From an optimization exercise on the open Yosys and OpenROAD flow, aimed at small area; shortcuts taken in it are not production practice. The RTL was checked by simulation tests, not by an equivalence proof against the original design. Power is estimated from default activity; no workload was simulated.

`run.sh`:
```
#!/bin/bash
# synth_recipe.tcl (not shown) runs the flow's synth.tcl, then flattens the netlist and writes it again
# the make line also repeats each setting of config.mk as NAME=value (left out here)
make -C /OpenROAD-flow-scripts/flow DESIGN_CONFIG=/design/flow/config.mk WORK_HOME=/design/flow/orfs CLKGATE_MAP_FILE= SYNTH_SCRIPT=/design/flow/synth_recipe.tcl finish
```
`design.v`:
```
`timescale 1ns/1ps
module random_map_writer (
    input  logic        clk,
    input  logic        rst,
    input  logic        start,
    input  logic [15:0] seed,
    input  logic [4:0]  density,
    input  logic [4:0]  rd_x,
    input  logic [4:0]  rd_y,
    output logic        rd_occ,
    output logic        busy,
    output logic        done,
    output logic [9:0]  occ_count
);
    logic [9:0]  idx;
    logic [15:0] lfsr;
    logic [4:0]  dcur, dprev;
    logic        start_accept, cell_bit, row_start, seed_zero;
    logic [15:0] cp0;
    logic [15:0] cp1;
    logic [15:0] cp2;
    logic [15:0] cp3;
    logic [15:0] cp4;
    logic [15:0] cp5;
    logic [15:0] pend;   
    assign start_accept = !busy && !done && start;
    assign cell_bit     = dcur[4] || (lfsr[3:0] < dcur[3:0]);
    assign row_start    = (idx[4:0] == 5'd0) && (idx[6:5] == '0);
    assign seed_zero    = (seed == 16'h0000);
    always_ff @(posedge clk) begin
        if (rst) begin
            busy      <= 1'b0;
            done      <= 1'b0;
            idx       <= '0;
            dcur      <= '0;
            dprev     <= '0;
            occ_count <= '0;
        end else if (start_accept) begin
            busy      <= 1'b1;
            idx       <= '0;
            dprev     <= dcur;
            dcur      <= (density > 5'd16) ? 5'd16 : density;
            occ_count <= '0;
        end else if (busy) begin
            idx       <= idx + 1'b1;
            occ_count <= occ_count + 10'(cell_bit);
            if (idx == 10'd767) begin
                busy <= 1'b0;
                done <= 1'b1;
            end
        end else begin
            done <= 1'b0;
        end
    end
    always_ff @(posedge clk) begin
        if (busy)
            lfsr <= {lfsr[14:0], lfsr[15] ^ lfsr[13] ^ lfsr[12] ^ lfsr[10]};
        else
            lfsr <= seed | (seed_zero ? 16'hACE1 : 16'h0000);
    end
    logic [4:0] prow;
    logic [9:0] idxm1;
    assign idxm1 = idx - 1'b1;
    assign prow  = idxm1[9:5] / 5'd4;
    always_ff @(posedge clk) begin
        if (busy && row_start)
            pend <= lfsr;
        if ((busy && row_start) || done) begin
            case (prow)
                0: cp0 <= pend;
                1: cp1 <= pend;
                2: cp2 <= pend;
                3: cp3 <= pend;
                4: cp4 <= pend;
                5: cp5 <= pend;
                default: ;
            endcase
        end
    end
    logic [9:0]  k;
    logic        valid, cur, use_pend;
    logic [4:0]  rrow, ohi;
    logic [15:0] base;
    assign k        = {rd_y, rd_x};
    assign valid    = !(rd_y[4] && rd_y[3]);
    assign cur      = k < idx;
    assign rrow     = rd_y / 5'd4;
    assign ohi      = rd_y % 5'd4;
    assign use_pend = cur && (rrow == prow);
    always_comb begin
        case (rrow)
            0: base = cp0;
            1: base = cp1;
            2: base = cp2;
            3: base = cp3;
            4: base = cp4;
            5: base = cp5;
            default: base = cp5;
        endcase
        if (use_pend) base = pend;
    end
    logic [15:0] v0;
    logic [15:0] v0_j64;
    assign v0_j64[0] = base[0] ^ base[1] ^ base[3] ^ base[4] ^ base[5] ^ base[10] ^ base[13] ^ base[15];
    assign v0_j64[1] = base[0] ^ base[1] ^ base[2] ^ base[4] ^ base[5] ^ base[6] ^ base[13];
    assign v0_j64[2] = base[1] ^ base[2] ^ base[3] ^ base[5] ^ base[6] ^ base[7] ^ base[14];
    assign v0_j64[3] = base[2] ^ base[3] ^ base[4] ^ base[6] ^ base[7] ^ base[8] ^ base[15];
    assign v0_j64[4] = base[0] ^ base[3] ^ base[4] ^ base[5] ^ base[7] ^ base[8] ^ base[9] ^ base[11] ^ base[13] ^ base[14];
    assign v0_j64[5] = base[1] ^ base[4] ^ base[5] ^ base[6] ^ base[8] ^ base[9] ^ base[10] ^ base[12] ^ base[14] ^ base[15];
    assign v0_j64[6] = base[0] ^ base[2] ^ base[5] ^ base[6] ^ base[7] ^ base[9] ^ base[10] ^ base[14] ^ base[15];
    assign v0_j64[7] = base[0] ^ base[1] ^ base[3] ^ base[6] ^ base[7] ^ base[8] ^ base[10] ^ base[13] ^ base[14] ^ base[15];
    assign v0_j64[8] = base[0] ^ base[1] ^ base[2] ^ base[4] ^ base[7] ^ base[8] ^ base[9] ^ base[13] ^ base[15];
    assign v0_j64[9] = base[0] ^ base[1] ^ base[2] ^ base[3] ^ base[5] ^ base[8] ^ base[9] ^ base[10] ^ base[11] ^ base[13];
    assign v0_j64[10] = base[1] ^ base[2] ^ base[3] ^ base[4] ^ base[6] ^ base[9] ^ base[10] ^ base[11] ^ base[12] ^ base[14];
    assign v0_j64[11] = base[2] ^ base[3] ^ base[4] ^ base[5] ^ base[7] ^ base[10] ^ base[11] ^ base[12] ^ base[13] ^ base[15];
    assign v0_j64[12] = base[0] ^ base[3] ^ base[4] ^ base[5] ^ base[6] ^ base[8] ^ base[12];
    assign v0_j64[13] = base[1] ^ base[4] ^ base[5] ^ base[6] ^ base[7] ^ base[9] ^ base[13];
    assign v0_j64[14] = base[2] ^ base[5] ^ base[6] ^ base[7] ^ base[8] ^ base[10] ^ base[14];
    assign v0_j64[15] = base[3] ^ base[6] ^ base[7] ^ base[8] ^ base[9] ^ base[11] ^ base[15];
    always_comb begin
        case ({ohi[1]})
            1'd0: v0 = base;
            1'd1: v0 = v0_j64;
            default: v0 = base;
        endcase
    end
    logic [15:0] v1;
    logic [15:0] v1_j32;
    assign v1_j32[0] = v0[0] ^ v0[1] ^ v0[3] ^ v0[4] ^ v0[5] ^ v0[6] ^ v0[8] ^ v0[9] ^ v0[12];
    assign v1_j32[1] = v0[1] ^ v0[2] ^ v0[4] ^ v0[5] ^ v0[6] ^ v0[7] ^ v0[9] ^ v0[10] ^ v0[13];
    assign v1_j32[2] = v0[2] ^ v0[3] ^ v0[5] ^ v0[6] ^ v0[7] ^ v0[8] ^ v0[10] ^ v0[11] ^ v0[14];
    assign v1_j32[3] = v0[3] ^ v0[4] ^ v0[6] ^ v0[7] ^ v0[8] ^ v0[9] ^ v0[11] ^ v0[12] ^ v0[15];
    assign v1_j32[4] = v0[0] ^ v0[4] ^ v0[5] ^ v0[7] ^ v0[8] ^ v0[9] ^ v0[10] ^ v0[11] ^ v0[12] ^ v0[14];
    assign v1_j32[5] = v0[1] ^ v0[5] ^ v0[6] ^ v0[8] ^ v0[9] ^ v0[10] ^ v0[11] ^ v0[12] ^ v0[13] ^ v0[15];
    assign v1_j32[6] = v0[0] ^ v0[2] ^ v0[6] ^ v0[7] ^ v0[9] ^ v0[10] ^ v0[12];
    assign v1_j32[7] = v0[1] ^ v0[3] ^ v0[7] ^ v0[8] ^ v0[10] ^ v0[11] ^ v0[13];
    assign v1_j32[8] = v0[2] ^ v0[4] ^ v0[8] ^ v0[9] ^ v0[11] ^ v0[12] ^ v0[14];
    assign v1_j32[9] = v0[3] ^ v0[5] ^ v0[9] ^ v0[10] ^ v0[12] ^ v0[13] ^ v0[15];
    assign v1_j32[10] = v0[0] ^ v0[4] ^ v0[6] ^ v0[10];
    assign v1_j32[11] = v0[1] ^ v0[5] ^ v0[7] ^ v0[11];
    assign v1_j32[12] = v0[2] ^ v0[6] ^ v0[8] ^ v0[12];
    assign v1_j32[13] = v0[3] ^ v0[7] ^ v0[9] ^ v0[13];
    assign v1_j32[14] = v0[4] ^ v0[8] ^ v0[10] ^ v0[14];
    assign v1_j32[15] = v0[5] ^ v0[9] ^ v0[11] ^ v0[15];
    always_comb begin
        case ({ohi[0]})
            1'd0: v1 = v0;
            1'd1: v1 = v1_j32;
            default: v1 = v0;
        endcase
    end
    logic [15:0] pv;
    logic [4:0]  pohi, px;
    logic        psel, pen;
    always_ff @(posedge clk) begin
        pv   <= v1;
        pohi <= ohi;
        px   <= rd_x;
        psel <= cur && !start_accept;
        pen  <= valid && !rst;
    end
    logic [34:0] wv;   
    assign wv[0] = pv[3];
    assign wv[1] = pv[2];
    assign wv[2] = pv[1];
    assign wv[3] = pv[0];
    assign wv[4] = pv[10] ^ pv[12] ^ pv[13] ^ pv[15];
    assign wv[5] = pv[9] ^ pv[11] ^ pv[12] ^ pv[14];
    assign wv[6] = pv[8] ^ pv[10] ^ pv[11] ^ pv[13];
    assign wv[7] = pv[7] ^ pv[9] ^ pv[10] ^ pv[12];
    assign wv[8] = pv[6] ^ pv[8] ^ pv[9] ^ pv[11];
    assign wv[9] = pv[5] ^ pv[7] ^ pv[8] ^ pv[10];
    assign wv[10] = pv[4] ^ pv[6] ^ pv[7] ^ pv[9];
    assign wv[11] = pv[3] ^ pv[5] ^ pv[6] ^ pv[8];
    assign wv[12] = pv[2] ^ pv[4] ^ pv[5] ^ pv[7];
    assign wv[13] = pv[1] ^ pv[3] ^ pv[4] ^ pv[6];
    assign wv[14] = pv[0] ^ pv[2] ^ pv[3] ^ pv[5];
    assign wv[15] = pv[1] ^ pv[2] ^ pv[4] ^ pv[10] ^ pv[12] ^ pv[13] ^ pv[15];
    assign wv[16] = pv[0] ^ pv[1] ^ pv[3] ^ pv[9] ^ pv[11] ^ pv[12] ^ pv[14];
    assign wv[17] = pv[0] ^ pv[2] ^ pv[8] ^ pv[11] ^ pv[12] ^ pv[15];
    assign wv[18] = pv[1] ^ pv[7] ^ pv[11] ^ pv[12] ^ pv[13] ^ pv[14] ^ pv[15];
    assign wv[19] = pv[0] ^ pv[6] ^ pv[10] ^ pv[11] ^ pv[12] ^ pv[13] ^ pv[14];
    assign wv[20] = pv[5] ^ pv[9] ^ pv[11] ^ pv[15];
    assign wv[21] = pv[4] ^ pv[8] ^ pv[10] ^ pv[14];
    assign wv[22] = pv[3] ^ pv[7] ^ pv[9] ^ pv[13];
    assign wv[23] = pv[2] ^ pv[6] ^ pv[8] ^ pv[12];
    assign wv[24] = pv[1] ^ pv[5] ^ pv[7] ^ pv[11];
    assign wv[25] = pv[0] ^ pv[4] ^ pv[6] ^ pv[10];
    assign wv[26] = pv[3] ^ pv[5] ^ pv[9] ^ pv[10] ^ pv[12] ^ pv[13] ^ pv[15];
    assign wv[27] = pv[2] ^ pv[4] ^ pv[8] ^ pv[9] ^ pv[11] ^ pv[12] ^ pv[14];
    assign wv[28] = pv[1] ^ pv[3] ^ pv[7] ^ pv[8] ^ pv[10] ^ pv[11] ^ pv[13];
    assign wv[29] = pv[0] ^ pv[2] ^ pv[6] ^ pv[7] ^ pv[9] ^ pv[10] ^ pv[12];
    assign wv[30] = pv[1] ^ pv[5] ^ pv[6] ^ pv[8] ^ pv[9] ^ pv[10] ^ pv[11] ^ pv[12] ^ pv[13] ^ pv[15];
    assign wv[31] = pv[0] ^ pv[4] ^ pv[5] ^ pv[7] ^ pv[8] ^ pv[9] ^ pv[10] ^ pv[11] ^ pv[12] ^ pv[14];
    assign wv[32] = pv[3] ^ pv[4] ^ pv[6] ^ pv[7] ^ pv[8] ^ pv[9] ^ pv[11] ^ pv[12] ^ pv[15];
    assign wv[33] = pv[2] ^ pv[3] ^ pv[5] ^ pv[6] ^ pv[7] ^ pv[8] ^ pv[10] ^ pv[11] ^ pv[14];
    assign wv[34] = pv[1] ^ pv[2] ^ pv[4] ^ pv[5] ^ pv[6] ^ pv[7] ^ pv[9] ^ pv[10] ^ pv[13];
    logic [34:0] ws;
    assign ws = wv >> px;
    logic [3:0] nib;
    assign nib = {ws[0], ws[1], ws[2], ws[3]};
    logic [4:0] pd;
    assign pd = psel ? dcur : dprev;
    logic [3:0] lt;
    assign lt[0] = pd[0] & ~nib[0];
    assign lt[1] = pd[1] ? (~nib[1] | lt[0]) : (~nib[1] & lt[0]);
    assign lt[2] = pd[2] ? (~nib[2] | lt[1]) : (~nib[2] & lt[1]);
    assign lt[3] = pd[3] ? (~nib[3] | lt[2]) : (~nib[3] & lt[2]);
    assign rd_occ = pen && (pd[4] || lt[3]);
endmodule
```
`config.mk`:
```
export PLATFORM = sky130hd
export DESIGN_NAME = random_map_writer
export DESIGN_NICKNAME = random_map_writer
export VERILOG_FILES = /design/flow/design.v
export SDC_FILE = /design/flow/constraint.sdc
export NUM_CORES = 4
export LEC_CHECK = 0
export CAP_MARGIN = 20
export CORE_MARGIN = 2
export CORE_UTILIZATION = 40
export GPL_TIMING_DRIVEN = 0
export SLEW_MARGIN = 20
```
`constraint.sdc`:
```
create_clock -name core_clock -period 5.0 [get_ports {clk}]
set_input_delay 1.0000 -clock core_clock [delete_from_list [all_inputs] [get_ports {clk}]]
set_output_delay 1.0000 -clock core_clock [all_outputs]
set_load 0.01 [all_outputs]
```
==> qor.yml, run 1 <==
die:
  initial_core_util: 0.409
  die-area_um2: 31900
  chipWidth_um: 179
  pin_count: 47
  die_h_um: 179
  rows: 63
  core_area_um2: 29800
global_route:
  grt_overflow_total: 0
  grtUsageTotal: 0.209
  grt_max_degree: 19
  grt_pass1_vias: 8826
  grt_pass1_wl_um: 50300
  grt_antenna_before_repair: 0
finish:
  syn_to_final_growth_pct: 19.0
  multi_input_area_um2: 7300
  final_core_util: 0.487
  antenna_cells: 0
  nFillCells: 2649
  finalNetCount: 1254
  seqCellArea_um2: 4810
  drive_above_1_share: 0.198
timing:
  worst_slew_pin_slew_ns: 0.819
  relSlewSlack: 0.450
  setup_viol: 0
  hold_violations: 0
  period_minus_slack_ns: 4.79
  slew_violations: 0
  period_share: 0.958
  layout_setup_ws_ns: 0.212
  fmax_ghz: 0.209
  skew_ns: 0.00970
placed_design:
  gp_congestion: 0.864
  portBuffers: 46
  hpwl_um: 23700
  place_ws_ns: -1.28
worst_setup_path:
  worst-path-buf-inv: 8
  slowest_stage: "or4_1"
  worstSetupEndpoint: "pv[5]$_DFF_P_"
  worstPathCellList: "dlygate4sd2_1 -> buf_4 -> buf_6 -> buf_4 -> buf_4 -> a31oi_1 -> o32ai_2 -> or4_1 -> buf_2 -> buf_2 -> clkbuf_2 -> a2111oi_2 -> nand4_1 -> o2111a_1 -> and3b_1 -> o21ai_0 -> nand3b_1 -> xor2_1"
  path_class: "input port to register"
  critPathMaxStageDelay_ns: 0.57
  ff2ff_path_depth: 16
  crit_cells: 18
  critical_path.most_common_cell: "buf_4"
  critPathMaxFanout: 10
  crit_start: "rd_y[2]"
  critPathCaptureType: "register"
  required_ns: 5.32
  r2r-end: "pv[5]$_DFF_P_"
  reg2reg_slack_ns: 0.62
  crit_family: "buffers and inverters"
  cp-start-kind: "input port"
  r2r-start: "idx[2]$_SDFFE_PP0P_"
  crit_arrival_ns: 5.10
synthesis:
  synth_seq_area_share: 0.392
  synth_top_cell_by_area: "edfxtp_1"
  syn_nets: 1160
  synthTopCellsByCount: "xnor2_1, edfxtp_1, nor2_1"
  async_reset_ff_frac: 0
  synth_seq_cells: 183
  synth_warnings: 1
  synthCells: 1110
  synth.area.top_cells: "edfxtp_1, xnor2_1, dfxtp_1, xnor3_1, xor2_1"
  ys.flop_type: "edfxtp_1"
  synth_area_um2: 12200
  yosysMostFrequentCell: "xnor2_1"
  yosysUniqueCellTypes: 85
  synth_top_area_frac: 0.276
  synth_edf_count: 112
  syn_avg_cell_area_um2: 11.0
clock_network:
  cts_root_buf: "clkbuf_16"
  clk_latency_ns: 0.44
  cts.sinks: 183
  cts.path.max_buffers: 2
  cts_tree: "built"
  clk_pin_slew_ns: 0.08
  h-tree-depth: 4
  cts_buffers: 17
detailed_routing:
  drt_iter0_markers: 734
  viasPerCell: 5.51
  drt_wl_total_um: 32200
  wl_per_cell_um: 20.1
  drc: 0
  first_pass_iters: 5
  vias: 8861
  antenna_left: 0
power_and_ir_drop:
  p_per_area_nw_per_um2: 640
  p_int_mw: 5.51
  leakage_nw: 5.26
  p_sw_mw: 3.78
  pwr-share-comb: 0.625
  p_sw_frac: 0.407
  clkPwrFrac: 0.155
  power_frac_seq: 0.219
  ir_drop_mv: 0.447
run_status:
  status: "timing/DRC/antenna clean"
job:
  maxCapViolCount: 0
worst_hold_path:
  holdCritPathClass: "register to register"
## area by class of cell
cell class              instances  area share
multi-input cells             821       0.503
repair buffers                 87      0.0564
clock buffers                  17      0.0293
plain buffers                  60      0.0228
clock inverters                15      0.0143
inverters                      34     0.00888
well taps                     390      0.0336
flip-flops and latches        183       0.332
## power groups by stage
stage / logic (mW) / registers, mW / clock network (mW)
after CTS: 5.51 / 1.99 / 1.47
after floorplan: 4.25 / 1.83 / 0
after detailed placement: 5.27 / 1.87 / 0
final: 5.81 / 2.04 / 1.44
after global placement: 5.29 / 1.87 / 0
after global routing: 6.24 / 2.06 / 1.52
## registers in the layout (all words and copies together), names as in the netlist, 10 cells and up
signal,count
cp0,16
cp3,16
pv,16
cp5,16
occ_count,10
cp2,16
lfsr,16
cp4,16
idx,10
cp1,16
pend,16
## per-layer routing
metal | track usage | vias up | part of all wire
met5 | 0 | - | 0
met4 | 0.0820 | 0 | 0.030
met3 | 0.0347 | 69 | 0.055
met2 | 0.333 | 295 | 0.47
met1 | 0.283 | 4337 | 0.45
li1 | - | 4160 | -
## cell usage in the layout, fill, tap and decap left out, drive strengths merged, types with 30 or more instances in the layout
master / count
a21oi: 61
buf: 68
clkbuf: 51
clkdlybuf4s50: 42
dfxtp: 71
edfxtp: 112
inv: 40
mux2i: 33
nand2: 73
nor2: 83
o21ai: 38
xnor2: 174
xnor3: 30
xor2: 77
## what timing repair did
action,4_1_cts,5_1_grt
hold buffers,0,0
pin swaps,15,7
setup endpoints to repair,17,11
buffers inserted,22,9
gates resized for setup,50,35
## stage by stage
| step | hold slack, ns | instances | setup TNS [ns] | total power [mW] | area (um^2) |
|---|---|---|---|---|---|
| floorplan | 0.403 | 1110 | 0 | 6.08 | 12200 |
| global placement | 0.415 | 1546 | -56.78 | 7.16 | 13100 |
| detailed placement | 0.417 | 1556 | -16.16 | 7.14 | 13300 |
| CTS | 0.432 | 1598 | 0 | 8.97 | 14300 |
| global route | 0.451 | 1607 | -0.0692 | 9.82 | 14500 |
| finish | 0.426 | 1607 | 0 | 9.29 | 14500 |
## logic make-up (layout without fill, tap and decap cells)
logic type	after synthesis	after routing	synth area share
AOI/OAI and AO/OA	186	186	0.114
xor gates and xnor gates	285	285	0.248
adders and majority gates	16	16	0.0164
buffers and inverters	106	213	0.0403
DFF	183	183	0.392
muxes	73	73	0.0844
and+or+nand+nor	261	261	0.104
## worst min-delay path by stage
stage | endpoint | from | cells after the start
6_report | pend[9]$_DFFE_PP_ | lfsr[9]$_DFF_P_ | 0
3_3_place_gp | pend[8]$_DFFE_PP_ | lfsr[8]$_DFF_P_ | 0
3_5_place_dp | pend[9]$_DFFE_PP_ | lfsr[9]$_DFF_P_ | 0
2_1_floorplan | pend[11]$_DFFE_PP_ | lfsr[11]$_DFF_P_ | 0
5_1_grt | pend[8]$_DFFE_PP_ | lfsr[8]$_DFF_P_ | 0
4_1_cts | pend[9]$_DFFE_PP_ | lfsr[9]$_DFF_P_ | 0
==> run 2, diff against run 1 <==
==> flow/run.sh (new file) <==
#!/bin/bash
set -euo pipefail
export RECOVER_POWER=100
bash standard.sh > standard.log 2>&1
==> standard.sh (new file) <==
#!/bin/bash
# synth_recipe.tcl (not shown) runs the flow's synth.tcl, then flattens the netlist and writes it again
# the make line also repeats each setting of config.mk as NAME=value (left out here)
make -C /OpenROAD-flow-scripts/flow DESIGN_CONFIG=/design/flow/config.mk WORK_HOME=/design/flow/orfs CLKGATE_MAP_FILE= SYNTH_SCRIPT=/design/flow/synth_recipe.tcl "${@:-finish}"
removed: run.sh
==> run 2 against run 1 <==
Power hardly changed; die area stayed put; combinational power hardly changed; clock-buffer cell count stayed put; area after synthesis stayed put; critical path depth is 1 higher; register-to-register slack better by 0.03 ns; critical path type unchanged; highest routed layer unchanged.
==> qor.yml, run 2 <==
clock_network:
  clk_pin_slew_ns: 0.08  # about the same
  cts.sinks: 183  # unchanged
  cts.path.max_buffers: 2  # unchanged
  clk_latency_ns: 0.44  # about the same
  cts_tree: "built"
  cts_buffers: 17  # unchanged
  cts.hold.buffers_added: 0  # unchanged
  cts_root_buf: "clkbuf_16"
  h-tree-depth: 4  # unchanged
worst_hold_path:
  hold_depth: 0  # unchanged
  min_to: "pend[9]$_DFFE_PP_"
  holdCritPathClass: "register to register"
  hp-start: "lfsr[9]$_DFF_P_"
worst_setup_path:
  critical_path.most_common_cell: "buf_4"
  reg2reg_slack_ns: 0.65  # +0.03 ns
  worstPathCellList: "dlygate4sd2_1 -> buf_4 -> buf_6 -> buf_4 -> buf_4 -> a32o_1 -> a311oi_1 -> nor4_4 -> buf_6 -> buf_2 -> clkbuf_4 -> nor2_1 -> a32oi_1 -> o21ai_2 -> xor2_1 -> xnor3_1 -> xnor2_1 -> xnor2_1 -> a21oi_1"
  crit_arrival_ns: 5.11  # about the same
  r2r-end: "pv[0]$_DFF_P_"
  cp-start-kind: "input port"
  critPathMaxStageDelay_ns: 0.51  # -0.06 ns
  slowest_stage: "nor4_4"
  r2r-start: "idx[2]$_SDFFE_PP0P_"
  critPathMaxFanout: 10  # unchanged
  required_ns: 5.32  # about the same
  ff2ff_path_depth: 17  # +1
  crit_family: "buffers and inverters"
  path_class: "input port to register"
  critPathCaptureType: "register"
  worst-path-buf-inv: 8  # unchanged
  crit_cells: 19  # +1
synthesis:
  synth_warnings: 1  # unchanged
  synth_seq_area_share: 0.392  # unchanged
  synthCells: 1110  # unchanged
  synth_edf_count: 112  # unchanged
  synth_area_um2: 12200  # unchanged
  synth.area.top_cells: "edfxtp_1, xnor2_1, dfxtp_1, xnor3_1, xor2_1"
  synth_top_cell_by_area: "edfxtp_1"
  yosysUniqueCellTypes: 85  # unchanged
  syn_nets: 1160  # unchanged
  async_reset_ff_frac: 0  # unchanged
  yosysMostFrequentCell: "xnor2_1"
  synth_seq_cells: 183  # unchanged
  ys.flop_type: "edfxtp_1"
  synthTopCellsByCount: "xnor2_1, edfxtp_1, nor2_1"
  syn_avg_cell_area_um2: 11.0  # unchanged
  synth_top_area_frac: 0.276  # unchanged
finish:
  finalNetCount: 1254  # unchanged
  final_common_cell: "xnor2_1"
  layout_common_cells: "xnor2_1, edfxtp_1, nor2_1"
  antenna_cells: 0  # unchanged
  stdcell_area_um2: 14500  # about the same
  drive_above_1_share: 0.196  # -0.00247
  syn_to_final_growth_pct: 18.9  # about the same
  final_core_util: 0.487  # about the same
die:
  die-area_um2: 31900  # unchanged
  die_h_um: 179  # unchanged
  chipWidth_um: 179  # unchanged
  core_area_um2: 29800  # unchanged
  initial_core_util: 0.409  # unchanged
  pin_count: 47  # unchanged
  rows: 63  # unchanged
placed_design:
  place_ws_ns: -1.28  # unchanged
  portBuffers: 46  # unchanged
  gp_congestion: 0.864  # unchanged
  hpwl_um: 23700  # unchanged
  placed_cell_area_um2: 13300  # unchanged
global_route:
  grt_pass1_wl_um: 50300  # unchanged
  grt_overflow_total: 0  # unchanged
  grt_antenna_before_repair: 0  # unchanged
  grt_max_degree: 19  # unchanged
  grtUsageTotal: 0.209  # unchanged
  grt_pass1_vias: 8826  # unchanged
detailed_routing:
  drt_wl_total_um: 32300  # +0.21%
  drc: 0  # unchanged
  first_pass_iters: 6  # +1
  viasPerCell: 5.50  # -0.24%
  vias: 8840  # -0.24%
  wl_per_cell_um: 20.1  # +0.21%
  drt_iter0_markers: 720  # -1.9%
  antenna_left: 0  # unchanged
job:
  maxCapViolCount: 0  # unchanged
timing:
  skew_ns: 0.0102  # +0.000496 ns
  slew_violations: 0  # unchanged
  hold_violations: 0  # unchanged
  fmax_ghz: 0.209  # +0.10%
  setup_viol: 0  # unchanged
  period_share: 0.957  # -0.000991
  layout_setup_ws_ns: 0.217  # +0.00495 ns
  period_minus_slack_ns: 4.78  # -0.00495 ns
  relSlewSlack: 0.380  # -0.0701
  worst_slew_pin_slew_ns: 0.923  # +0.104 ns
power_and_ir_drop:
  ir_drop_mv: 0.446  # -0.21%
  leakage_nw: 5.29  # +0.63%
  p_per_area_nw_per_um2: 640  # about the same
run_status:
  status: "timing/DRC/antenna clean"
[run 2: cell counts after synthesis]
Identical to the previous run, type by type.
[run 2: per-stage QoR]
stage | hold WS [ns] | setup TNS (ns) | instances | power (mW)
CTS | 0.432 | 0 | 1598 | 8.97
finish | 0.425 | 0 | 1607 | 9.28
global placement | 0.415 | -56.78 | 1546 | 7.16
floorplan | 0.403 | 0 | 1110 | 6.08
detailed placement | 0.417 | -16.16 | 1556 | 7.14
global route | 0.451 | -0.0692 | 1607 | 9.82
[run 2: worst max-delay path by stage]
| stage | slack (ns) | end | from |
|---|---|---|---|
| finish | 0.22 | pv[0]$_DFF_P_ | rd_y[2] |
| global route | -0.05 | pv[0]$_DFF_P_ | rd_y[2] |
| CTS | 0.01 | pv[4]$_DFF_P_ | rd_y[4] |
| detailed placement | -1.28 | pv[4]$_DFF_P_ | rd_y[2] |
| global placement | -1.82 | cp4[1]$_DFFE_PP_ | idx[3]$_SDFFE_PP0P_ |
| floorplan | 0.42 | cp4[0]$_DFFE_PP_ | idx[3]$_SDFFE_PP0P_ |
[run 2: power by group]
| part | total (mW) | switching, mW | internal (mW) |
|---|---|---|---|
| clock | 1.44 | 0.633 | 0.809 |
| combinational | 5.80 | 2.87 | 2.94 |
| sequential | 2.04 | 0.281 | 1.76 |
[run 2: repair_timing]
item,CTS,global route
cloned,0,0
setup endpoints to repair,17,11
pin swaps,15,7
resized for setup,50,35
buffers inserted,22,9
[run 2: per-layer routing]
| metal | share of wire | GRT usage |
|---|---|---|
| met2 | 0.47 | 0.333 |
| met3 | 0.056 | 0.0347 |
| met5 | 0 | 0 |
| met1 | 0.45 | 0.283 |
| met4 | 0.032 | 0.0820 |
[run 2: cell type report]
type	instances	area [um^2]
Buffer	60	332
Clock buffer	17	425
Clock inverter	15	208
Fill cell	2653	15300
Inverter	34	129
Multi-Input combinational cell	821	7290
Sequential cell	183	4810
Tap cell	390	488
Timing Repair Buffer	87	815
[run 2: kinds of logic (layout without fill, tap and decap cells)]
family | after synthesis | count (layout) | synth area share
multiplexers | 73 | 73 | 0.0844
buffers and inverters | 106 | 213 | 0.0403
AO/OA/AOI/OAI | 186 | 186 | 0.114
flip-flops | 183 | 183 | 0.392
XOR/XNOR | 285 | 285 | 0.248
AND/OR/NAND/NOR | 261 | 261 | 0.104
adder cells (fa/ha/maj) | 16 | 16 | 0.0164
==> run 3, diff against run 2 <==
==> run.sh (new file) <==
#!/bin/bash
# synth_recipe.tcl (not shown) runs the flow's synth.tcl, then flattens the netlist and writes it again
# the make line also repeats each setting of config.mk as NAME=value (left out here)
make -C /OpenROAD-flow-scripts/flow DESIGN_CONFIG=/design/flow/config.mk WORK_HOME=/design/flow/orfs CLKGATE_MAP_FILE= SYNTH_SCRIPT=/design/flow/synth_recipe.tcl finish
--- a/config.mk
+++ b/config.mk
@@ -9,4 +9,7 @@
 export CORE_MARGIN = 2
 export CORE_UTILIZATION = 40
+export CTS_BUF_LIST = sky130_fd_sc_hd__clkbuf_4 sky130_fd_sc_hd__clkbuf_8
+export CTS_CLUSTER_DIAMETER = 120
+export CTS_CLUSTER_SIZE = 40
 export GPL_TIMING_DRIVEN = 0
 export SLEW_MARGIN = 20
removed: flow/run.sh
removed: standard.sh
==> run 3 against run 2 <==
Sequential power hardly changed; via count is 1.1% lower; highest routed layer unchanged; setup slack better by 0.022 ns; hold slack better by 0.0035 ns; critical path depth is 4 lower; global-route usage is 0.17 points lower; sequential share of layout area is 0.76 points higher; critical endpoint is now pv[4]$_DFF_P_; synthesized cell count stayed put; fmax is 0.47% higher; clock skew is 0.011 ns higher; cell area is 2.2% lower; still clean on timing, DRC and antenna; routed wire length is 1.5% lower.
==> qor.yml, run 3 <==
power_and_ir_drop:
  p_int_mw: 5.17  # -6.1%
  p_sw_mw: 3.70  # -2.1%
  ir_drop_mv: 0.434  # -2.6%
  leakage_nw: 5.09  # -3.9%
  clkPwrFrac: 0.124  # -0.031
  p_sw_frac: 0.418  # +0.0103
  power_frac_seq: 0.230  # +0.011
  p_per_area_nw_per_um2: 625  # -2.3%
  pwr-share-comb: 0.645  # +0.020
  finalPower_mw: 8.87  # -4.5%
finish:
  final_core_util: 0.476  # -0.0106
  syn_to_final_growth_pct: 16.3
  antenna_cells: 0  # unchanged
  final_common_cell: "xnor2_1"
  drive_above_1_share: 0.185  # -0.0103
  nFillCells: 2709  # +2.1%
  stdcell_area_um2: 14200  # -2.2%
  layout_common_cells: "xnor2_1, edfxtp_1, nor2_1"
  finalNetCount: 1241  # -1.0%
  multi_input_area_um2: 7270  # -0.26%
  layout.cells.non_filler: 1594  # -0.81%
  seqCellArea_um2: 4820  # about the same
synthesis:
  synth_seq_cells: 183  # unchanged
  async_reset_ff_frac: 0  # unchanged
  synth_area_um2: 12200  # unchanged
  synth.area.top_cells: "edfxtp_1, xnor2_1, dfxtp_1, xnor3_1, xor2_1"
  ys.flop_type: "edfxtp_1"
  synthSimpleGateAreaFrac: 0.104  # unchanged
  synth_top_area_frac: 0.276  # unchanged
  synth_seq_area_share: 0.392  # unchanged
  muxShareOfSynthArea: 0.0844  # unchanged
  synth_top_cell_by_area: "edfxtp_1"
  synth-compound-area-share: 0.114  # unchanged
  synth_top_family_by_area: "XOR/XNOR gates"
  synthTopCellsByCount: "xnor2_1, edfxtp_1, nor2_1"
  synth_warnings: 1  # unchanged
  synth-xor-area-share: 0.248  # unchanged
  syn_avg_cell_area_um2: 11.0  # unchanged
  yosysUniqueCellTypes: 85  # unchanged
  synth_fa_ha_area_frac: 0.0164  # unchanged
  synthCells: 1110  # unchanged
  yosysMostFrequentCell: "xnor2_1"
  syn_nets: 1160  # unchanged
  synth_edf_count: 112  # unchanged
worst_setup_path:
  slowest_stage: "clkdlybuf4s50_1"
  worst-path-buf-inv: 4  # -4
  critPathMaxStageDelay_ns: 0.69  # +0.18 ns
  crit_arrival_ns: 5.14  # +0.03 ns
  required_ns: 5.38  # +0.06 ns
  ff2ff_path_depth: 16  # -1
  crit_family: "buffers and inverters"
  cp-start-kind: "input port"
  crit_cells: 15  # -4
  critPathCaptureType: "register"
  critPathMaxFanout: 10  # unchanged
  path_class: "input port to register"
  worstPathCellList: "clkdlybuf4s50_1 -> ha_1 -> nand4_1 -> a211o_1 -> o311ai_2 -> or4_1 -> buf_2 -> buf_2 -> clkbuf_2 -> a31oi_1 -> xor2_1 -> xnor3_1 -> xnor3_1 -> nand2_1 -> xor2_1"
detailed_routing:
  first_pass_iters: 5  # -1
  drc: 0  # unchanged
  antenna_left: 0  # unchanged
  wl_per_cell_um: 20.0  # -0.73%
  drt_iter0_markers: 718  # -0.28%
  viasPerCell: 5.48  # -0.30%
  drt_wl_total_um: 31800  # -1.5%
  vias: 8742  # -1.1%
clock_network:
  clk_pin_slew_ns: 0.12  # +0.04 ns
  h-tree-depth: 4  # unchanged
  clk_latency_ns: 0.48  # +0.04 ns
  cts_root_buf: "clkbuf_8"
  cts.path.max_buffers: 2  # unchanged
  cts_tree: "built"
  cts.sinks: 183  # unchanged
  cts_buffers: 17  # unchanged
  cts.hold.buffers_added: 0  # unchanged
global_route:
  grtUsageTotal: 0.207  # -0.00166
  grt_antenna_before_repair: 0  # unchanged
  grt_pass1_vias: 8731  # -1.1%
  grt_max_degree: 19  # unchanged
  grt_overflow_total: 0  # unchanged
  grt_pass1_wl_um: 49900  # -0.73%
timing:
  period_share: 0.952  # -0.00444
  rsz0062_at_grt: "false"
  skew_ns: 0.0209  # +0.0108 ns
  relSlewSlack: 0.457  # +0.0775
  slew_violations: 0  # unchanged
  hold_violations: 0  # unchanged
  setup_viol: 0  # unchanged
  fmax_ghz: 0.210  # +0.47%
  finalSetupTns_ns: 0  # unchanged
  worst_slew_pin_slew_ns: 0.808  # -0.115 ns
  period_minus_slack_ns: 4.76  # -0.0222 ns
placed_design:
  placed_cell_area_um2: 13300  # unchanged
  hpwl_um: 23700  # unchanged
  gp_congestion: 0.864  # unchanged
  dp.cells: 1556  # unchanged
  portBuffers: 46  # unchanged
die:
  die_h_um: 179  # unchanged
  core_area_um2: 29800  # unchanged
  pin_count: 47  # unchanged
  rows: 63  # unchanged
  initial_core_util: 0.409  # unchanged
  die-area_um2: 31900  # unchanged
  chipWidth_um: 179  # unchanged
run_status:
  status: "timing/DRC/antenna clean"
worst_hold_path:
  holdCritPathClass: "register to register"
  hold_depth: 0  # unchanged
job:
  maxCapViolCount: 0  # unchanged
[run 3: cell counts after synthesis]
Identical to the previous run, type by type.
[run 3: kinds of logic after synthesis]
logic type | count (synthesis)
DFF | 183
xor gates and xnor gates | 285
adders and majority gates | 16
buffers and inverters | 106
and+or+nand+nor | 261
muxes | 73
AOI/OAI and AO/OA | 186
[run 3: path summary, 6_finish.rpt]
kind	endpoint	from	slack, ns
setup / recovery	pv[4]$_DFF_P_	rd_y[1]	0.24
hold / removal	pend[9]$_DFFE_PP_	lfsr[9]$_DFF_P_	0.43
setup reg to reg	pv[4]$_DFF_P_	idx[9]$_SDFFE_PP0P_	0.61
hold reg to reg	pend[9]$_DFFE_PP_	lfsr[9]$_DFF_P_	0.43
[run 3: metrics by stage]
stage	hold WS (ns)	setup WS (ns)
3_5_place_dp	0.417	-1.28
3_3_place_gp	0.415	-1.82
2_1_floorplan	0.403	0.418
6_report	0.428	0.239
4_1_cts	0.437	0.00601
5_1_grt	0.459	0.0211
[run 3: final cells by class]
cell class,count,share of cell area
multi-input combinational,821,0.513
buffer,60,0.0232
timing repair buffer,74,0.0499
tap,390,0.0344
sequential,183,0.340
inverter,34,0.00909
clock buffer,17,0.0165
clock inverter,15,0.0146
[run 3: routing by layer]
layer | global-route usage | share of wire
met1 | 0.281 | 0.45
met2 | 0.334 | 0.47
met3 | 0.0335 | 0.057
met4 | 0.0766 | 0.030
met5 | 0 | 0
[run 3: power by group through the flow]
stage               Sequential, mW  Combinational [mW]  Clock (mW)
floorplan                     1.83                4.25           0
global placement              1.87                5.29           0
detailed placement            1.87                5.27           0
CTS                           2.02                5.56        1.13
global route                  2.06                6.17        1.18
finish                        2.04                5.72        1.10
[run 3: timing repair]
action	in CTS	in global routing
setup endpoints to repair	17	11
pin swaps	14	4
resized for setup	59	21
buffers inserted	18	0
==> run 4, diff against run 3 <==
==> flow/run.sh (new file) <==
#!/bin/bash
# The standard layout, with one change: every port still gets its own
# buffer, but a plain buf_2 instead of the delay buffer buffer_ports
# picks by default (that cell adds ~0.5 ns on each input and output path).
set -euo pipefail
export BUFFER_PORTS_ARGS="-buffer_cell sky130_fd_sc_hd__buf_2"
bash standard.sh > standard.log 2>&1
==> standard.sh (new file) <==
#!/bin/bash
# synth_recipe.tcl (not shown) runs the flow's synth.tcl, then flattens the netlist and writes it again
# the make line also repeats each setting of config.mk as NAME=value (left out here)
make -C /OpenROAD-flow-scripts/flow DESIGN_CONFIG=/design/flow/config.mk WORK_HOME=/design/flow/orfs CLKGATE_MAP_FILE= SYNTH_SCRIPT=/design/flow/synth_recipe.tcl "${@:-finish}"
removed: run.sh
==> run 4 against run 3 <==
Still clean on timing, DRC and antenna; utilization fell by 1.7 points; non-clock buffer count is 9 lower; fmax fell by 2.9%; final cell count down 0.56%; global-route usage hardly changed; register-to-register slack worse by 0.22 ns; die area is the same; sequential power is 3% lower; clock-buffer cell count unchanged; cell area down 3.6%; first-iteration DRC count shrank 3.8%; synthesized cell count stayed put; critical path type unchanged; critical endpoint is now pv[5]$_DFF_P_; largest cell class unchanged; highest routed layer unchanged.
==> qor.yml, run 4 <==
run_status:
  status: "timing/DRC/antenna clean"
die:
  pin_count: 47  # unchanged
  core_area_um2: 29800  # unchanged
  die-area_um2: 31900  # unchanged
  die_h_um: 179  # unchanged
  chipWidth_um: 179  # unchanged
  initial_core_util: 0.409  # unchanged
  rows: 63  # unchanged
worst_setup_path:
  ff2ff_path_depth: 16  # unchanged
  critPathCaptureType: "register"
  cp-start-kind: "input port"
  crit_arrival_ns: 5.24  # +0.10 ns
  path_class: "input port to register"
  critPathMaxFanout: 10  # unchanged
  required_ns: 5.34  # -0.04 ns
clock_network:
  cts.path.max_buffers: 2  # unchanged
  cts_buffers: 17  # unchanged
  h-tree-depth: 4  # unchanged
  cts.sinks: 183  # unchanged
  clk_latency_ns: 0.47  # about the same
  clk_pin_slew_ns: 0.09  # -0.03 ns
  cts_tree: "built"
  cts_root_buf: "clkbuf_8"
  cts.hold.buffers_added: 0  # unchanged
power_and_ir_drop:
  finalPower_mw: 8.55  # -3.6%
  ir_drop_mv: 0.399  # -8.1%
  p_per_area_nw_per_um2: 625  # about the same
  leakage_nw: 4.97  # -2.3%
synthesis:
  yosysUniqueCellTypes: 85  # unchanged
  synth_area_um2: 12200  # unchanged
  synth_seq_area_share: 0.392  # unchanged
  synth_edf_count: 112  # unchanged
  async_reset_ff_frac: 0  # unchanged
  ys.flop_type: "edfxtp_1"
  synth.area.top_cells: "edfxtp_1, xnor2_1, dfxtp_1, xnor3_1, xor2_1"
  yosysMostFrequentCell: "xnor2_1"
  synth_warnings: 1  # unchanged
  synth_top_cell_by_area: "edfxtp_1"
  syn_avg_cell_area_um2: 11.0  # unchanged
  synth_seq_cells: 183  # unchanged
  synthCells: 1110  # unchanged
  synth_top_area_frac: 0.276  # unchanged
  synthTopCellsByCount: "xnor2_1, edfxtp_1, nor2_1"
  syn_nets: 1160  # unchanged
finish:
  nFillCells: 2812  # +3.8%
  drive_above_1_share: 0.189  # +0.00391
  finalNetCount: 1232  # -0.73%
  layout.cells.non_filler: 1585  # -0.56%
  final_common_cell: "xnor2_1"
  syn_to_final_growth_pct: 12.2
  antenna_cells: 0  # unchanged
  layout_common_cells: "xnor2_1, edfxtp_1, nor2_1"
global_route:
  grtUsageTotal: 0.207  # -0.000325
  grt_pass1_wl_um: 49800  # -0.15%
  grt_antenna_before_repair: 0  # unchanged
  grt_max_degree: 18  # -1
  grt_pass1_vias: 8567  # -1.9%
  grt_overflow_total: 0  # unchanged
placed_design:
  place_ws_ns: -0.838  # +0.439 ns
  dp.cells: 1556  # unchanged
  portBuffers: 46  # unchanged
  gp_congestion: 0.855  # -1.0%
  hpwl_um: 23800  # about the same
timing:
  rsz0062_at_grt: "true"
  layout_setup_ws_ns: 0.0983  # -0.141 ns
  hold_violations: 0  # unchanged
  period_minus_slack_ns: 4.90  # +0.141 ns
  slew_violations: 0  # unchanged
  relSlewSlack: 0.450  # -0.00714
  fmax_ghz: 0.204  # -2.9%
  skew_ns: 0.0146  # -0.00639 ns
  period_share: 0.980  # +0.0282
  finalSetupTns_ns: 0  # unchanged
  hold_slack_ns: 0.435  # +0.00690 ns
  setup_viol: 0  # unchanged
  worst_slew_pin_slew_ns: 0.819  # +0.0106 ns
job:
  maxCapViolCount: 0  # unchanged
worst_hold_path:
  holdCritPathClass: "register to register"
  hold_depth: 0  # unchanged
detailed_routing:
  vias: 8617  # -1.4%
  drc: 0  # unchanged
  antenna_left: 0  # unchanged
  viasPerCell: 5.44  # -0.87%
  drt_iter0_markers: 691  # -3.8%
  wl_per_cell_um: 20.0  # about the same
  drt_wl_total_um: 31600  # -0.53%
  first_pass_iters: 5  # unchanged
## run 4: worst max-delay path: stages
cell,delay [ns]
buf_2,0.14
buf_4,0.19
nor2_4,0.36
mux2i_1,0.22
a221oi_4,0.55
xnor3_1,0.56
xnor2_1,0.38
xor3_1,0.33
a31oi_4,0.39
xor3_1,0.49
xnor3_1,0.23
nor3_1,0.05
nand3b_1,0.18
xor2_1,0.17
## run 4: routing by layer
layer,vias up,routed length [um],global-route usage
li1,4103,-,-
met1,4221,14500,0.282
met2,257,15000,0.335
met3,36,1440,0.0311
met4,0,685,0.0701
met5,-,0,0
## run 4: kinds of logic after synthesis
kind of cell    synth area share
xor+xnor                   0.248
simple gates               0.104
compound gates             0.114
mux                       0.0844
fa+ha+maj                 0.0164
flops                      0.392
buf+inv                   0.0403
## run 4: repair_timing
| action | CTS | global route |
|---|---|---|
| setup endpoints to repair | 10 | 11 |
| cloned | 0 | 0 |
| pin swaps | 0 | 3 |
| setup buffers | 0 | 5 |
| resized for setup | 7 | 23 |
## run 4: area by class of cell
class / instances / area, um^2 / share of cell area
buffer: 64 / 335 / 0.0245
clock inverter: 15 / 218 / 0.0159
tap: 390 / 488 / 0.0357
sequential: 183 / 4790 / 0.350
clock buffer: 17 / 234 / 0.0171
timing repair buffer: 61 / 359 / 0.0263
inverter: 34 / 131 / 0.00961
multi-input combinational: 821 / 7120 / 0.521
## run 4: worst paths after layout
check,start,end,slack [ns]
worst min-delay path,lfsr[8]$_DFF_P_,pend[8]$_DFFE_PP_,0.44
worst max-delay path,rd_y[2],pv[5]$_DFF_P_,0.1
worst max register to register,idx[2]$_SDFFE_PP0P_,pv[5]$_DFF_P_,0.39
worst min register to register,lfsr[8]$_DFF_P_,pend[8]$_DFFE_PP_,0.44
## run 4: through the flow
stage	utilization	area, um^2
floorplan	-	12200
global placement	0.433	12900
detailed placement	0.437	13000
CTS	0.454	13500
global route	0.459	13700
finish	0.459	13700
## run 4: power by group
part           switching [mW]  total, mW  internal (mW)
registers               0.235       1.97           1.74
logic                    2.77       5.45           2.68
clock network           0.571       1.13          0.559
==> run 5, diff against run 4 <==
--- a/design.v
+++ b/design.v
@@ -87,5 +87,6 @@
     assign rrow     = rd_y / 5'd4;
     assign ohi      = rd_y % 5'd4;
-    assign use_pend = cur && (rrow == prow);
+    assign use_pend = (rrow == prow) &&
+                      ((idx[6:0] == '0) || ({ohi[1:0], rd_x} < idx[6:0]));
     always_comb begin
         case (rrow)
==> flow/run.sh (replaced) <==
#!/bin/bash
# The standard layout, with one change: every port still gets its own
# buffer, but a plain buf_2 instead of the delay buffer that buffer_ports
# picks by default (that cell adds about 0.5 ns to each input and output path).
set -euo pipefail
export BUFFER_PORTS_ARGS="-buffer_cell sky130_fd_sc_hd__buf_2"
bash standard.sh > standard.log 2>&1
--- a/config.mk
+++ b/config.mk
@@ -10,6 +10,6 @@
 export CORE_UTILIZATION = 40
 export CTS_BUF_LIST = sky130_fd_sc_hd__clkbuf_4 sky130_fd_sc_hd__clkbuf_8
-export CTS_CLUSTER_DIAMETER = 120
-export CTS_CLUSTER_SIZE = 40
+export CTS_CLUSTER_DIAMETER = 100
+export CTS_CLUSTER_SIZE = 30
 export GPL_TIMING_DRIVEN = 0
 export SLEW_MARGIN = 20
==> run 5 against run 4 <==
Still clean on timing, DRC and antenna; utilization grew 0.058 points; flip-flop and latch count unchanged; final cell count decreased by 3.0%; sequential power barely moved; setup slack improved by 0.014 ns; cell area down 6.1%; die area decreased by 6.2%; hold slack better by 0.0047 ns; via count is 5.6% lower; routed wire length fell by 9.8%; critical endpoint is now rd_occ.
==> qor.yml, run 5 <==
run_status:
  status: "timing/DRC/antenna clean"
synthesis:
  synth_seq_area_share: 0.419  # +0.0268
  syn_nets: 1127  # -2.8%
  ys.flop_type: "edfxtp_1"
  synth_warnings: 1  # unchanged
  yosysUniqueCellTypes: 77  # -9.4%
  synth_top_cell_by_area: "edfxtp_1"
  synthTopCellsByCount: "xnor2_1, edfxtp_1, nor2_1"
  syn_avg_cell_area_um2: 10.6  # -3.5%
  synth_edf_count: 112  # unchanged
  synth_seq_cells: 183  # unchanged
  async_reset_ff_frac: 0  # unchanged
  synth_top_area_frac: 0.295  # +0.0188
  synth.area.top_cells: "edfxtp_1, xnor2_1, dfxtp_1, xor2_1, mux2i_1"
  synthCells: 1077  # -3.0%
  synth_area_um2: 11400  # -6.4%
  yosysMostFrequentCell: "xnor2_1"
global_route:
  grtUsageTotal: 0.194  # -0.0130
  grt_antenna_before_repair: 1  # +1
  grt_max_degree: 20  # +2
  grt_pass1_wl_um: 45700  # -8.2%
  grt_overflow_total: 0  # unchanged
  grt_pass1_vias: 8112  # -5.3%
worst_setup_path:
  crit_start: "pv[8]$_DFF_P_"
  critPathMaxStageDelay_ns: 0.46  # -0.10 ns
  path_class: "register to output port"
  worst-path-buf-inv: 1  # -1
  critPathMaxFanout: 5  # -5
  crit_arrival_ns: 3.89  # -1.35 ns
  slowest_stage: "mux4_2"
  reg2reg_slack_ns: 0.61  # +0.22 ns
  critical_path.most_common_cell: "xnor2_1"
  crit_cells: 14  # unchanged
  r2r-start: "idx[0]$_SDFFE_PP0P_"
  worstSetupEndpoint: "rd_occ"
  crit_family: "XOR/XNOR gates"
  required_ns: 4.00  # -1.34 ns
  cp-start-kind: "register"
  ff2ff_path_depth: 16  # unchanged
  worstPathCellList: "xor2_4 -> xnor2_1 -> xnor2_1 -> xnor2_1 -> mux2_2 -> mux4_2 -> nand2_1 -> nand2_1 -> o21a_1 -> maj3_1 -> maj3_1 -> nor2_1 -> o21a_1 -> buf_2"
  critPathCaptureType: "output port"
  r2r-end: "pv[0]$_DFF_P_"
timing:
  skew_ns: 0.0231  # +0.00850 ns
  setup_viol: 0  # unchanged
  hold_violations: 0  # unchanged
  rsz0062_at_grt: "true"
  finalSetupTns_ns: 0  # unchanged
  slew_violations: 0  # unchanged
  period_minus_slack_ns: 4.89  # -0.0136 ns
  relSlewSlack: 0.351  # -0.0993
  period_share: 0.978  # -0.00272
  worst_slew_pin_slew_ns: 0.974  # +0.155 ns
  fmax_ghz: 0.205  # +0.28%
power_and_ir_drop:
  power_frac_seq: 0.241  # +0.010
  p_sw_frac: 0.426  # +0.00794
  p_int_mw: 4.70  # -5.6%
  p_per_area_nw_per_um2: 638  # +2.0%
  pwr-share-comb: 0.636  # about the same
  ir_drop_mv: 0.346  # -13%
  leakage_nw: 4.59  # -7.7%
  p_sw_mw: 3.49  # -2.4%
  clkPwrFrac: 0.123  # -0.009
finish:
  stdcell_area_um2: 12800  # -6.1%
  syn_to_final_growth_pct: 12.5
  drive_above_1_share: 0.167  # -0.0217
  antenna_cells: 0  # unchanged
  final_common_cell: "xnor2_1"
  layout.cells.non_filler: 1537  # -3.0%
  finalNetCount: 1196  # -2.9%
  layout_common_cells: "xnor2_1, edfxtp_1, nor2_1"
placed_design:
  gp_congestion: 0.927  # +8.5%
  hpwl_um: 21500  # -9.4%
  placed_cell_area_um2: 12200  # -6.2%
  dp.cells: 1511  # -2.9%
  portBuffers: 46  # unchanged
die:
  die-area_um2: 29900  # -6.2%
  die_h_um: 173  # -3.2%
  rows: 61  # -3.2%
  pin_count: 47  # unchanged
  chipWidth_um: 173  # -3.2%
  initial_core_util: 0.409  # -0.000592
  core_area_um2: 27900  # -6.2%
clock_network:
  cts.path.max_buffers: 2  # unchanged
  clk_pin_slew_ns: 0.10  # about the same
  h-tree-depth: 4  # unchanged
  cts.sinks: 183  # unchanged
  cts_root_buf: "clkbuf_8"
  cts_tree: "built"
  cts.hold.buffers_added: 0  # unchanged
  clk_latency_ns: 0.47  # about the same
  cts_buffers: 17  # unchanged
detailed_routing:
  drt_wl_total_um: 28500  # -9.8%
  viasPerCell: 5.29  # -2.7%
  first_pass_iters: 5  # unchanged
  drt_iter0_markers: 495  # -28%
  drc: 0  # unchanged
  vias: 8131  # -5.6%
  antenna_left: 0  # unchanged
  wl_per_cell_um: 18.6  # -7.0%
job:
  maxCapViolCount: 0  # unchanged
worst_hold_path:
  holdCritPathClass: "register to register"
run 5: timing repair:
item	in CTS	in global routing
hold endpoints to repair	0	0
pin swaps	1	2
resized for setup	17	27
cloned	0	0
setup endpoints to repair	5	9
setup buffers	2	0
run 5: final cells by class:
cell class / instances / area (um^2)
Clock inverter: 14 / 149
Buffer: 60 / 282
Tap cell: 378 / 473
Fill cell: 2631 / 15100
Timing Repair Buffer: 58 / 329
Sequential cell: 183 / 4800
Inverter: 31 / 116
Multi-Input combinational cell: 795 / 6440
Clock buffer: 18 / 248
run 5: logic make-up after synthesis:
group | after synthesis | synth area share
compound gates | 172 | 0.104
mux | 73 | 0.0781
xor+xnor | 285 | 0.243
buf+inv | 99 | 0.0369
flops | 183 | 0.419
fa+ha+maj | 18 | 0.0193
simple gates | 247 | 0.0996
run 5: how the worst min path moves through the flow:
stage                                 from                 end  cells after the start
final                      lfsr[7]$_DFF_P_   pend[7]$_DFFE_PP_                      0
after CTS                  lfsr[8]$_DFF_P_   pend[8]$_DFFE_PP_                      0
after detailed placement   lfsr[8]$_DFF_P_   pend[8]$_DFFE_PP_                      0
after floorplan           lfsr[11]$_DFF_P_  pend[11]$_DFFE_PP_                      0
after global routing       lfsr[8]$_DFF_P_   pend[8]$_DFFE_PP_                      0
after global placement     lfsr[8]$_DFF_P_   pend[8]$_DFFE_PP_                      0
run 5: routing by layer:
| layer | track usage | wire length, um |
|---|---|---|
| met2 | 0.319 | 13600 |
| met1 | 0.271 | 13400 |
| met4 | 0.0431 | 304 |
| met3 | 0.0275 | 1270 |
| met5 | 0 | 8 |
run 5: power groups by stage:
stage | clock (mW) | combinational (mW) | sequential (mW)
detailed placement | 0 | 5.04 | 1.88
global placement | 0 | 5.03 | 1.88
global route | 1.10 | 5.64 | 2.00
floorplan | 0 | 4.11 | 1.84
finish | 1.01 | 5.21 | 1.98
CTS | 1.04 | 5.09 | 1.94
run 5: metrics by stage:
stage                     hold slack (ns)  utilization  total power [mW]  setup slack, ns
after global routing                0.453        0.460              8.74           -0.173
after floorplan                     0.403            -              5.95            0.569
after CTS                           0.439        0.455              8.07         0.000208
after detailed placement            0.416        0.438              6.92           -0.550
after global placement              0.412        0.434              6.91            -1.14
final                               0.440        0.460              8.19            0.112
==> run 6, diff against run 5 <==
--- a/config.mk
+++ b/config.mk
@@ -9,7 +9,4 @@
 export CORE_MARGIN = 2
 export CORE_UTILIZATION = 40
-export CTS_BUF_LIST = sky130_fd_sc_hd__clkbuf_4 sky130_fd_sc_hd__clkbuf_8
-export CTS_CLUSTER_DIAMETER = 100
-export CTS_CLUSTER_SIZE = 30
 export GPL_TIMING_DRIVEN = 0
 export SLEW_MARGIN = 20
==> run 6 against run 5 <==
Flip-flop and latch count is the same; via count up 0.79%; area after synthesis is the same; sequential share of layout area is 0.77 points lower; hold slack worse by 0.0089 ns; non-clock buffer count up 5; setup slack better by 0.067 ns; clock power is 34% higher; sequential power about the same; routed wire length rose by 1.4%; critical path depth did not move; combinational power grew 3%; largest cell class unchanged; largest power group unchanged.
==> qor.yml, run 6 <==
run_status:
  status: "timing/DRC/antenna clean"
finish:
  syn_to_final_growth_pct: 14.9
  antenna_cells: 0  # unchanged
  final_core_util: 0.469  # +0.00976
  drive_above_1_share: 0.176  # +0.00873
  layout_common_cells: "xnor2_1, edfxtp_1, nor2_1"
  finalNetCount: 1201  # +0.42%
  final_common_cell: "xnor2_1"
worst_setup_path:
  ff2ff_path_depth: 16  # unchanged
  path_class: "register to output port"
  required_ns: 4.00  # about the same
  cp-start-kind: "register"
  critPathCaptureType: "output port"
  crit_arrival_ns: 3.82  # -0.07 ns
  critPathMaxFanout: 4  # -1
synthesis:
  yosysUniqueCellTypes: 77  # unchanged
  synth-compound-area-share: 0.104  # unchanged
  synth_fa_ha_area_frac: 0.0193  # unchanged
  muxShareOfSynthArea: 0.0781  # unchanged
  synth_seq_cells: 183  # unchanged
  async_reset_ff_frac: 0  # unchanged
  synthTopCellsByCount: "xnor2_1, edfxtp_1, nor2_1"
  synth_seq_area_share: 0.419  # unchanged
  synth_top_area_frac: 0.295  # unchanged
  synth_warnings: 1  # unchanged
  ys.flop_type: "edfxtp_1"
  synth-xor-area-share: 0.243  # unchanged
  synthCells: 1077  # unchanged
  syn_nets: 1127  # unchanged
  synth.area.top_cells: "edfxtp_1, xnor2_1, dfxtp_1, xor2_1, mux2i_1"
  syn_avg_cell_area_um2: 10.6  # unchanged
  synth_area_um2: 11400  # unchanged
  synth_top_cell_by_area: "edfxtp_1"
  synthSimpleGateAreaFrac: 0.0996  # unchanged
  synth_edf_count: 112  # unchanged
  synth_top_family_by_area: "XOR/XNOR gates"
  yosysMostFrequentCell: "xnor2_1"
timing:
  rsz0062_at_grt: "true"
  hold_slack_ns: 0.431  # -0.00893 ns
  setup_viol: 0  # unchanged
  hold_violations: 0  # unchanged
  layout_setup_ws_ns: 0.178  # +0.0666 ns
  fmax_ghz: 0.207  # +1.4%
  skew_ns: 0.0206  # -0.00249 ns
  relSlewSlack: 0.337  # -0.0134
  slew_violations: 0  # unchanged
  period_minus_slack_ns: 4.82  # -0.0666 ns
  finalSetupTns_ns: 0  # unchanged
  worst_slew_pin_slew_ns: 0.994  # +0.0202 ns
  period_share: 0.964  # -0.0133
power_and_ir_drop:
  p_per_area_nw_per_um2: 664  # +4.1%
  finalPower_mw: 8.70  # +6.3%
  leakage_nw: 4.71  # +2.8%
  ir_drop_mv: 0.353  # +2.1%
die:
  die_h_um: 173  # unchanged
  rows: 61  # unchanged
  chipWidth_um: 173  # unchanged
  pin_count: 47  # unchanged
  initial_core_util: 0.409  # unchanged
  core_area_um2: 27900  # unchanged
  die-area_um2: 29900  # unchanged
job:
  maxCapViolCount: 0  # unchanged
worst_hold_path:
  holdCritPathClass: "register to register"
  hold_depth: 0  # unchanged
clock_network:
  clk_pin_slew_ns: 0.07  # -0.03 ns
  cts.sinks: 183  # unchanged
  cts_buffers: 17  # unchanged
  cts.hold.buffers_added: 0  # unchanged
  clk_latency_ns: 0.44  # -0.03 ns
  cts_tree: "built"
  h-tree-depth: 4  # unchanged
  cts_root_buf: "clkbuf_16"
  cts.path.max_buffers: 2  # unchanged
global_route:
  grt_pass1_wl_um: 46000  # +0.47%
  grt_overflow_total: 0  # unchanged
  grtUsageTotal: 0.195  # +0.00147
  grt_max_degree: 20  # unchanged
  grt_antenna_before_repair: 1  # unchanged
  grt_pass1_vias: 8162  # +0.62%
detailed_routing:
  first_pass_iters: 5  # unchanged
  drt_wl_total_um: 28900  # +1.4%
  drc: 0  # unchanged
  drt_iter0_markers: 497  # +0.40%
  wl_per_cell_um: 18.8  # +1.0%
  viasPerCell: 5.31  # +0.46%
  vias: 8195  # +0.79%
  antenna_left: 0  # unchanged
placed_design:
  gp_congestion: 0.927  # unchanged
  portBuffers: 46  # unchanged
  place_ws_ns: -0.550  # unchanged
  hpwl_um: 21500  # unchanged
## run 6: cell count changes in the layout (fill, tap and decap cells not counted)
cell       delta
clkbuf_16    +17
clkbuf_8     -17
buf_4         +8
dfxtp_2       +4
dfxtp_1       -3
clkbuf_1      -2
xnor2_4       +2
buf_2         -1
clkbuf_2      -1
clkbuf_4      +1
dfxtp_4       -1
xnor2_1       -1
xnor2_2       -1
## run 6: layout make-up
class                   count  area [um^2]
clock inverters            14          149
flip-flops and latches    183         4800
fillers                  2623        14800
inverters                  31          116
well taps                 378          473
multi-input cells         795         6470
repair buffers             64          374
plain buffers              59          287
clock buffers              18          439
## run 6: final timing paths
check,slack [ns],to,from
worst max register to register,0.62,pv[0]$_DFF_P_,idx[0]$_SDFFE_PP0P_
worst max-delay path,0.18,rd_occ,pv[5]$_DFF_P_
worst min-delay path,0.43,pend[7]$_DFFE_PP_,lfsr[7]$_DFF_P_
worst min register to register,0.43,pend[7]$_DFFE_PP_,lfsr[7]$_DFF_P_
## run 6: cells by family (layout without fill, tap and decap cells)
| logic type | count (synthesis) | count (layout) |
|---|---|---|
| AO/OA/AOI/OAI | 172 | 172 |
| XOR/XNOR | 285 | 285 |
| adder cells (fa/ha/maj) | 18 | 18 |
| buffers and inverters | 99 | 186 |
| flip-flops | 183 | 183 |
| multiplexers | 73 | 73 |
| AND/OR/NAND/NOR | 247 | 247 |
## run 6: stage by stage
stage	instances	area (um^2)
after global placement	1501	12100
after floorplan	1077	11400
final	1542	13100
after global routing	1542	13100
after detailed placement	1511	12200
after CTS	1542	12900
## run 6: layer usage
| layer | share of wire | global-route usage |
|---|---|---|
| met1 | 0.47 | 0.271 |
| met4 | 0.016 | 0.0554 |
| met5 | 0.00045 | 0 |
| met2 | 0.47 | 0.319 |
| met3 | 0.043 | 0.0264 |
## run 6: report_power, final
part | internal [mW] | switching, mW | total (mW)
combinational | 2.68 | 2.68 | 5.36
clock | 0.687 | 0.662 | 1.35
sequential | 1.75 | 0.246 | 2.00
## run 6: critical path, cell delays in order (launching register included)
cell	delay, ns
dfxtp_2	0.49
xor2_4	0.22
xor2_1	0.19
xnor2_1	0.19
mux2i_1	0.13
xnor2_1	0.32
nand2_1	0.10
o211ai_1	0.12
a31oi_1	0.13
or3_1	0.41
maj3_1	0.36
maj3_1	0.38
nor2_1	0.11
o21a_1	0.11
buf_2	0.12
## run 6: timing repair
action	CTS	global route
endpoints found under the hold margin	0	0
buffers inserted	2	6
resized for setup	13	46
pin swaps	1	6
endpoints found under the setup margin	6	9
==> run 7, diff against run 6 <==
--- a/config.mk
+++ b/config.mk
@@ -9,4 +9,5 @@
 export CORE_MARGIN = 2
 export CORE_UTILIZATION = 40
+export CTS_BUF_LIST = sky130_fd_sc_hd__clkbuf_8 sky130_fd_sc_hd__clkbuf_16
 export GPL_TIMING_DRIVEN = 0
 export SLEW_MARGIN = 20
==> run 7 against run 6 <==
Clock power about the same; register-to-register slack about the same; synthesized cell count unchanged; clock-buffer cell count is the same; die area did not move; critical path depth is the same; highest routed layer unchanged.
==> qor.yml, run 7 <==
timing:
  worst_slew_pin_slew_ns: 0.994  # unchanged
  skew_ns: 0.0206  # unchanged
  period_minus_slack_ns: 4.82  # unchanged
  setup_viol: 0  # unchanged
  slew_violations: 0  # unchanged
  layout_setup_ws_ns: 0.178  # unchanged
  rsz0062_at_grt: "true"
  period_share: 0.964  # unchanged
  hold_violations: 0  # unchanged
  fmax_ghz: 0.207  # unchanged
  finalSetupTns_ns: 0  # unchanged
  relSlewSlack: 0.337  # unchanged
global_route:
  grt_pass1_vias: 8162  # unchanged
  grt_antenna_before_repair: 1  # unchanged
  grt_max_degree: 20  # unchanged
  grt_overflow_total: 0  # unchanged
  grt_pass1_wl_um: 46000  # unchanged
  grtUsageTotal: 0.195  # unchanged
power_and_ir_drop:
  ir_drop_mv: 0.353  # unchanged
  p_per_area_nw_per_um2: 664  # unchanged
  leakage_nw: 4.71  # unchanged
die:
  die-area_um2: 29900  # unchanged
  pin_count: 47  # unchanged
  die_h_um: 173  # unchanged
  chipWidth_um: 173  # unchanged
  core_area_um2: 27900  # unchanged
  initial_core_util: 0.409  # unchanged
  rows: 61  # unchanged
synthesis:
  synthCells: 1077  # unchanged
  synth.area.top_cells: "edfxtp_1, xnor2_1, dfxtp_1, xor2_1, mux2i_1"
  synth_seq_area_share: 0.419  # unchanged
  synth_edf_count: 112  # unchanged
  yosysUniqueCellTypes: 77  # unchanged
  syn_nets: 1127  # unchanged
  synth_seq_cells: 183  # unchanged
  synth_warnings: 1  # unchanged
  yosysMostFrequentCell: "xnor2_1"
  synth_area_um2: 11400  # unchanged
  synth_top_area_frac: 0.295  # unchanged
  synthTopCellsByCount: "xnor2_1, edfxtp_1, nor2_1"
  async_reset_ff_frac: 0  # unchanged
  synth_top_cell_by_area: "edfxtp_1"
  syn_avg_cell_area_um2: 10.6  # unchanged
  ys.flop_type: "edfxtp_1"
detailed_routing:
  antenna_left: 0  # unchanged
  viasPerCell: 5.31  # unchanged
  vias: 8195  # unchanged
  drt_wl_total_um: 28900  # unchanged
  wl_per_cell_um: 18.8  # unchanged
  first_pass_iters: 5  # unchanged
  drt_iter0_markers: 497  # unchanged
  drc: 0  # unchanged
clock_network:
  clk_latency_ns: 0.44  # about the same
  cts_root_buf: "clkbuf_16"
  cts.sinks: 183  # unchanged
  h-tree-depth: 4  # unchanged
  clk_pin_slew_ns: 0.07  # about the same
  cts_tree: "built"
  cts.path.max_buffers: 2  # unchanged
  cts_buffers: 17  # unchanged
finish:
  antenna_cells: 0  # unchanged
  final_common_cell: "xnor2_1"
  finalNetCount: 1201  # unchanged
  drive_above_1_share: 0.176  # unchanged
  layout.cells.non_filler: 1542  # unchanged
  syn_to_final_growth_pct: 14.9  # unchanged
  layout_common_cells: "xnor2_1, edfxtp_1, nor2_1"
  final_core_util: 0.469  # unchanged
placed_design:
  place_ws_ns: -0.550  # unchanged
  portBuffers: 46  # unchanged
  dp.cells: 1511  # unchanged
  gp_congestion: 0.927  # unchanged
  hpwl_um: 21500  # unchanged
worst_setup_path:
  critPathCaptureType: "output port"
  required_ns: 4.00  # about the same
  ff2ff_path_depth: 16  # unchanged
  worstSetupEndpoint: "rd_occ"
  r2r-start: "idx[0]$_SDFFE_PP0P_"
  crit_start: "pv[5]$_DFF_P_"
  critPathMaxFanout: 4  # unchanged
  reg2reg_slack_ns: 0.62  # about the same
  path_class: "register to output port"
  r2r-end: "pv[0]$_DFF_P_"
  cp-start-kind: "register"
  crit_arrival_ns: 3.82  # about the same
run_status:
  status: "timing/DRC/antenna clean"
worst_hold_path:
  holdCritPathClass: "register to register"
  hold_depth: 0  # unchanged
job:
  maxCapViolCount: 0  # unchanged
-- run 7: final cells by class --
cell class,instances,area [um^2]
Fill cell,2623,14800
Sequential cell,183,4800
Clock buffer,18,439
Tap cell,378,473
Inverter,31,116
Clock inverter,14,149
Buffer,59,287
Multi-Input combinational cell,795,6470
Timing Repair Buffer,64,374
-- run 7: timing repair --
action,4_1_cts,5_1_grt
gates resized for setup,13,46
setup endpoints to repair,6,9
buffers inserted,2,6
pin swaps,1,6
hold buffers,0,0
cloned,0,0
-- run 7: critical path: stages, from the launching register on --
cell	delay (ns)
dfxtp_2	0.49
xor2_4	0.22
xor2_1	0.19
xnor2_1	0.19
mux2i_1	0.13
xnor2_1	0.32
nand2_1	0.10
o211ai_1	0.12
a31oi_1	0.13
or3_1	0.41
maj3_1	0.36
maj3_1	0.38
nor2_1	0.11
o21a_1	0.11
buf_2	0.12
-- run 7: where the power goes --
group | total (mW) | switching [mW] | internal, mW | leakage, nW
combinational | 5.36 | 2.68 | 2.68 | 2.82
clock | 1.35 | 0.662 | 0.687 | 0.293
sequential | 2.00 | 0.246 | 1.75 | 1.60
-- run 7: how the worst min path moves through the flow --
stage,from,to,slack (ns)
detailed placement,lfsr[8]$_DFF_P_,pend[8]$_DFFE_PP_,0.42
finish,lfsr[7]$_DFF_P_,pend[7]$_DFFE_PP_,0.43
global placement,lfsr[8]$_DFF_P_,pend[8]$_DFFE_PP_,0.41
CTS,lfsr[8]$_DFF_P_,pend[8]$_DFFE_PP_,0.43
floorplan,lfsr[11]$_DFF_P_,pend[11]$_DFFE_PP_,0.40
global route,lfsr[8]$_DFF_P_,pend[8]$_DFFE_PP_,0.44
-- run 7: stage by stage --
stage | power, mW | hold slack (ns) | instance area (um^2)
6_report | 8.70 | 0.431 | 13100
2_1_floorplan | 5.95 | 0.403 | 11400
4_1_cts | 8.38 | 0.432 | 12900
3_3_place_gp | 6.91 | 0.412 | 12100
5_1_grt | 9.26 | 0.445 | 13100
3_5_place_dp | 6.92 | 0.416 | 12200
-- run 7: cell families (layout without fill, tap and decap cells) --
group / count (synthesis) / in the layout / share of synthesized area
fa+ha+maj: 18 / 18 / 0.0193
xor+xnor: 285 / 285 / 0.243
mux: 73 / 73 / 0.0781
simple gates: 247 / 247 / 0.0996
flops: 183 / 183 / 0.419
buf+inv: 99 / 186 / 0.0369
compound gates: 172 / 172 / 0.104
-- run 7: routing by layer --
metal / GRT usage / vias to the layer above / part of all wire / wire, um
met1: 0.271 / 4002 / 0.47 / 13600
li1: - / 3936 / - / -
met2: 0.319 / 221 / 0.47 / 13600
met5: 0 / - / 0.00045 / 13
met4: 0.0554 / 2 / 0.016 / 463
met3: 0.0264 / 34 / 0.043 / 1250
